Background: an optimization exercise with open tools, aiming at a short achievable clock period and few clock cycles. Do not read the settings as production practice.
Function was checked by simulation only, so behaviour that the tests miss may differ from the original.
Power is estimated from default activity; no workload was simulated.

// cpuTop
module cpuTop #(
	parameter int imemAddrWidth = 6,
	parameter int dmemAddrWidth = 6
) (
	input logic clk,
	input logic reset,
	input logic progWrite,
	input logic [imemAddrWidth-1:0] progAddr,
	input logic [cpuPkg::dataWidth-1:0] progData,
	output logic wbValid,
	output logic [cpuPkg::regAddrWidth-1:0] wbReg,
	output logic [cpuPkg::dataWidth-1:0] wbData,
	output logic cpuDone
);
Size in the first run: ~8,200 flip-flops, roughly 80 I/O pins.
export LEC_CHECK = 0
export ABC_CLOCK_PERIOD_IN_PS = 2200
export CAP_MARGIN = 20
export CELL_PAD_IN_SITES_DETAIL_PLACEMENT = 1
export CELL_PAD_IN_SITES_GLOBAL_PLACEMENT = 2
export CORE_MARGIN = 2
export CORE_UTILIZATION = 45
export CTS_CLUSTER_DIAMETER = 80
export CTS_CLUSTER_SIZE = 20
export SETUP_SLACK_MARGIN = 4.1
export SLEW_MARGIN = 20
create_clock -name core_clock -period 7.0 [get_ports {clk}]
run.sh (not shown) runs the stock make flow with config.mk's settings and CLKGATE_MAP_FILE= SYNTH_SCRIPT=/design/flow/synth_recipe.tcl, a recipe that flattens the netlist after the stock synthesis.
Testbench counts at the start, summed over its fixed seeds: cycles 78,103.
==> next run, changes <==
--- a/flow/design.v
+++ b/flow/design.v
@@ -149,24 +149,32 @@
 	assign dSw = dKind == 3'd5;
 	assign dFn = dImm[3:0];
 	logic e1w, e1halt, e1ld, e1st;
 	logic [4:0] e1d;
 	logic e2w, e2halt, e2ld;
 	logic [4:0] e2d;
 	logic e3w, e3halt;
 	logic [4:0] e3d;
 	logic [31:0] e3data, e3load, e3alu;
 	logic e3ld;
 	assign e3data = e3ld ? e3load : e3alu;
+	logic [5:0] wp, rp, used, usedQ;
+	logic queueFull;
+	assign used = (wp - rp) + 6'(e1w) + 6'(e2w) + 6'(e3w);
+	always_ff @(posedge clk) begin
+		usedQ <= used;
+	end
+	assign queueFull = usedQ >= 6'd31;
 	assign hazard = (dUseRs && ((e1w && e1d == dRs) || (e2w && e2d == dRs) || (e3w && e3d == dRs))) ||
-		(dUseRt && ((e1w && e1d == dRt) || (e2w && e2d == dRt) || (e3w && e3d == dRt)));
+		(dUseRt && ((e1w && e1d == dRt) || (e2w && e2d == dRt) || (e3w && e3d == dRt))) ||
+		(dWrites && queueFull);
 	assign issue = dv && !hazard;
 	assign dLoad = !dv || !hazard;
 	always_ff @(posedge clk) begin
 		if (restart) begin
 			fp <= '0;
 			fpLo <= 8'd1;
 			fpHi <= 8'd1;
 			fpWritten <= writtenNext[0];
 			fHalted <= 1'b0;
 			fetched <= '0;
 			dv <= 1'b0;
@@ -332,73 +340,73 @@
 		end
 	end
 	always_ff @(posedge clk) begin
 		e3d <= e2d;
 		e3ld <= e2ld;
 		e3load <= e2load;
 		e3alu <= e2alu;
 		for (int i = 0; i < 32; i++) begin
 			e3wOH[i] <= e2w && e2d == 5'(i);
 		end
 	end
-	logic [36:0] q [64];
-	logic [5:0] wp, rp;
-	logic [63:0] wpOH;
-	logic [7:0] rpLo, rpHi;
+	logic [36:0] q [32];
+	logic [31:0] wpOH;
+	logic [7:0] rpLo;
+	logic [3:0] rpHi;
 	logic execDone;
 	always_ff @(posedge clk) begin
-		for (int i = 0; i < 64; i++) begin
+		for (int i = 0; i < 32; i++) begin
 			if (e3w && wpOH[i]) begin
 				q[i] <= {e3d, e3data};
 			end
 		end
 	end
 	logic hv, nv, consume, qNonEmpty, refill;
 	logic [36:0] h, n, qHead;
 	assign consume = !reset && hv;
 	assign qNonEmpty = wp != rp;
 	assign refill = qNonEmpty && !(hv && nv && !consume);
 	always_comb begin
 		qHead = '0;
-		for (int r = 0; r < 8; r++) begin
+		for (int r = 0; r < 4; r++) begin
 			logic [36:0] row;
 			row = '0;
 			for (int l = 0; l < 8; l++) begin
 				row = row | (rpLo[l] ? q[8 * r + l] : '0);
 			end
 			qHead = qHead | (rpHi[r] ? row : '0);
 		end
 	end
 	always_ff @(posedge clk) begin
 		if (restart) begin
 			wp <= '0;
-			wpOH <= 64'd1;
+			wpOH <= 32'd1;
 			rp <= '0;
 			rpLo <= 8'd1;
-			rpHi <= 8'd1;
+			rpHi <= 4'd1;
 			hv <= 1'b0;
 			nv <= 1'b0;
 			execDone <= 1'b0;
 		end else begin
 			if (e3w) begin
 				wp <= wp + 1'b1;
-				wpOH <= {wpOH[62:0], wpOH[63]};
+				wpOH <= {wpOH[30:0], wpOH[31]};
 			end
 			if (e3halt) begin
 				execDone <= 1'b1;
 			end
 			if (refill) begin
 				rp <= rp + 1'b1;
 				rpLo <= {rpLo[6:0], rpLo[7]};
 				if (rpLo[7]) begin
-					rpHi <= {rpHi[6:0], rpHi[7]};
+					rpHi <= {rpHi[2:0], rpHi[3]};
 				end
 			end
 			if (consume) begin
 				hv <= nv || refill;
 				nv <= nv && refill;
 			end else if (!hv) begin
 				hv <= refill;
 			end else if (!nv) begin
 				nv <= refill;
 			end
 		end
Outcome: The new run went through all stages and came out clean; cell count is lower by 12%; routed wire length shrinks by 12%; register-to-register slack loses 250 ps; final area goes down by 13%; power goes down by 3.5%; die area went down by 14%.
Testbench counts after the change, summed over its fixed seeds: cycles 78,103.

---

Another version of the RTL of cpuTop (not shown whole).
Size in the first run: roughly 17000 cells after synthesis, ~7000 flip-flops, roughly 80 I/O pins, roughly 0.26 mm2 of cells after synthesis.
Settings: LEC_CHECK=0, ABC_CLOCK_PERIOD_IN_PS=2200, CAP_MARGIN=20, CELL_PAD_IN_SITES_DETAIL_PLACEMENT=1, CELL_PAD_IN_SITES_GLOBAL_PLACEMENT=2, CORE_MARGIN=2, CORE_UTILIZATION=50, CTS_CLUSTER_DIAMETER=80, CTS_CLUSTER_SIZE=20, SETUP_SLACK_MARGIN=4.1, SLEW_MARGIN=20; clock period 7.0 ns.
Testbench counts at the start, summed over its fixed seeds: cycles 78,103.
Change:
--- a/flow/design.v
+++ b/flow/design.v
@@ -148,30 +148,28 @@
 	assign dLw = dKind == 3'd4;
 	assign dSw = dKind == 3'd5;
 	assign dFn = dImm[3:0];
 	logic e1w, e1halt, e1ld, e1st;
 	logic [4:0] e1d;
 	logic e2w, e2halt, e2ld;
 	logic [4:0] e2d;
 	logic e3w, e3halt;
 	logic [4:0] e3d;
 	logic [31:0] e3data, e3load, e3alu;
 	logic e3ld;
 	assign e3data = e3ld ? e3load : e3alu;
-	logic [5:0] used;
+	logic [5:0] wp, rp, used;
 	logic queueFull;
+	assign used = (wp - rp) + 6'(e1w) + 6'(e2w) + 6'(e3w);
 	assign queueFull = used[5];
-	logic [5:0] usedUp, usedDown;
-	assign usedUp = used + 1'b1;
-	assign usedDown = used - 1'b1;
 	assign hazard = (dUseRs && ((e1w && e1d == dRs) || (e2w && e2d == dRs) || (e3w && e3d == dRs))) ||
 		(dUseRt && ((e1w && e1d == dRt) || (e2w && e2d == dRt) || (e3w && e3d == dRt))) ||
 		(dWrites && queueFull);
 	assign issue = dv && !hazard;
 	assign dLoad = !dv || !hazard;
 	always_ff @(posedge clk) begin
 		if (restart) begin
 			fp <= '0;
 			fpLo <= 8'd1;
 			fpHi <= 8'd1;
 			fpWritten <= writtenNext[0];
 			fHalted <= 1'b0;
@@ -339,25 +337,24 @@
 		end
 	end
 	always_ff @(posedge clk) begin
 		e3d <= e2d;
 		e3ld <= e2ld;
 		e3load <= e2load;
 		e3alu <= e2alu;
 		for (int i = 0; i < 32; i++) begin
 			e3wOH[i] <= e2w && e2d == 5'(i);
 		end
 	end
 	logic [36:0] q [32];
-	logic [5:0] wp, rp;
 	logic [31:0] wpOH;
 	logic [7:0] rpLo;
 	logic [3:0] rpHi;
 	logic execDone;
 	always_ff @(posedge clk) begin
 		for (int i = 0; i < 32; i++) begin
 			if (e3w && wpOH[i]) begin
 				q[i] <= {e3d, e3data};
 			end
 		end
 	end
 	logic hv, nv, consume, qNonEmpty, refill;
@@ -376,46 +373,40 @@
 			qHead = qHead | (rpHi[r] ? row : '0);
 		end
 	end
 	always_ff @(posedge clk) begin
 		if (restart) begin
 			wp <= '0;
 			wpOH <= 32'd1;
 			rp <= '0;
 			rpLo <= 8'd1;
 			rpHi <= 4'd1;
 			hv <= 1'b0;
 			nv <= 1'b0;
-			used <= '0;
 			execDone <= 1'b0;
 		end else begin
 			if (e3w) begin
 				wp <= wp + 1'b1;
 				wpOH <= {wpOH[30:0], wpOH[31]};
 			end
 			if (e3halt) begin
 				execDone <= 1'b1;
 			end
 			if (refill) begin
 				rp <= rp + 1'b1;
 				rpLo <= {rpLo[6:0], rpLo[7]};
 				if (rpLo[7]) begin
 					rpHi <= {rpHi[2:0], rpHi[3]};
 				end
 			end
-			if (issue && dWrites && !refill) begin
-				used <= usedUp;
-			end else if (refill && !(issue && dWrites)) begin
-				used <= usedDown;
-			end
 			if (consume) begin
 				hv <= nv || refill;
 				nv <= nv && refill;
 			end else if (!hv) begin
 				hv <= refill;
 			end else if (!nv) begin
 				nv <= refill;
 			end
 		end
 	end
 	always_ff @(posedge clk) begin
 		if (consume) begin
Effect: The changed run completed without violations. Final area barely changes. Setup slack gains 0.045 ns. Sequential cell count came out lower by 6. Total power came out higher by 0.90%. Final cell count stays flat. Non-clock buffer count came out higher by 15. Clock skew hardly moves. Via count came out higher by about 0.43%. Critical path depth came out lower by 8. Area after synthesis barely changes.
Testbench counts after the change, summed over its fixed seeds: cycles 78,103.

[static timing again, ports no longer ideal]
The flow's constraints put no driver on any port. The routed layouts listed below were extracted and timed again, unchanged, in two steps.
Step 1: set_driving_cell puts a clkbuf_16 on clk and a buf_2 on each other input, an assumption about the parent block.
Step 2, shift: input delay + t, output delay - t, t = (earliest + latest rising clock arrival at the registers) / 2. This alone moves slack from input paths to output paths.
a / b / c = ideal ports / drivers / drivers and shift; a / b = the first two.
run	shift t [ns]	setup WS [ns]	worst data-port slew with drivers (ns)	pins driven straight from the clock port
the first run of note 1	1.239	3.952 / 3.830 / 3.093	0.13	1
the second run of note 1	1.195	3.704 / 3.704 / 3.061	0.05	1
the first run of note 2	1.156	3.716 / 3.716 / 2.793	0.35	1
the second run of note 2	1.163	3.760 / 3.760 / 2.731	0.08	1
After both steps setup and hold are still met in every run listed. The setup slack of the second run of note 2, which loses most, moves by 0.000 ns with the drivers and by -1.029 ns with both steps.
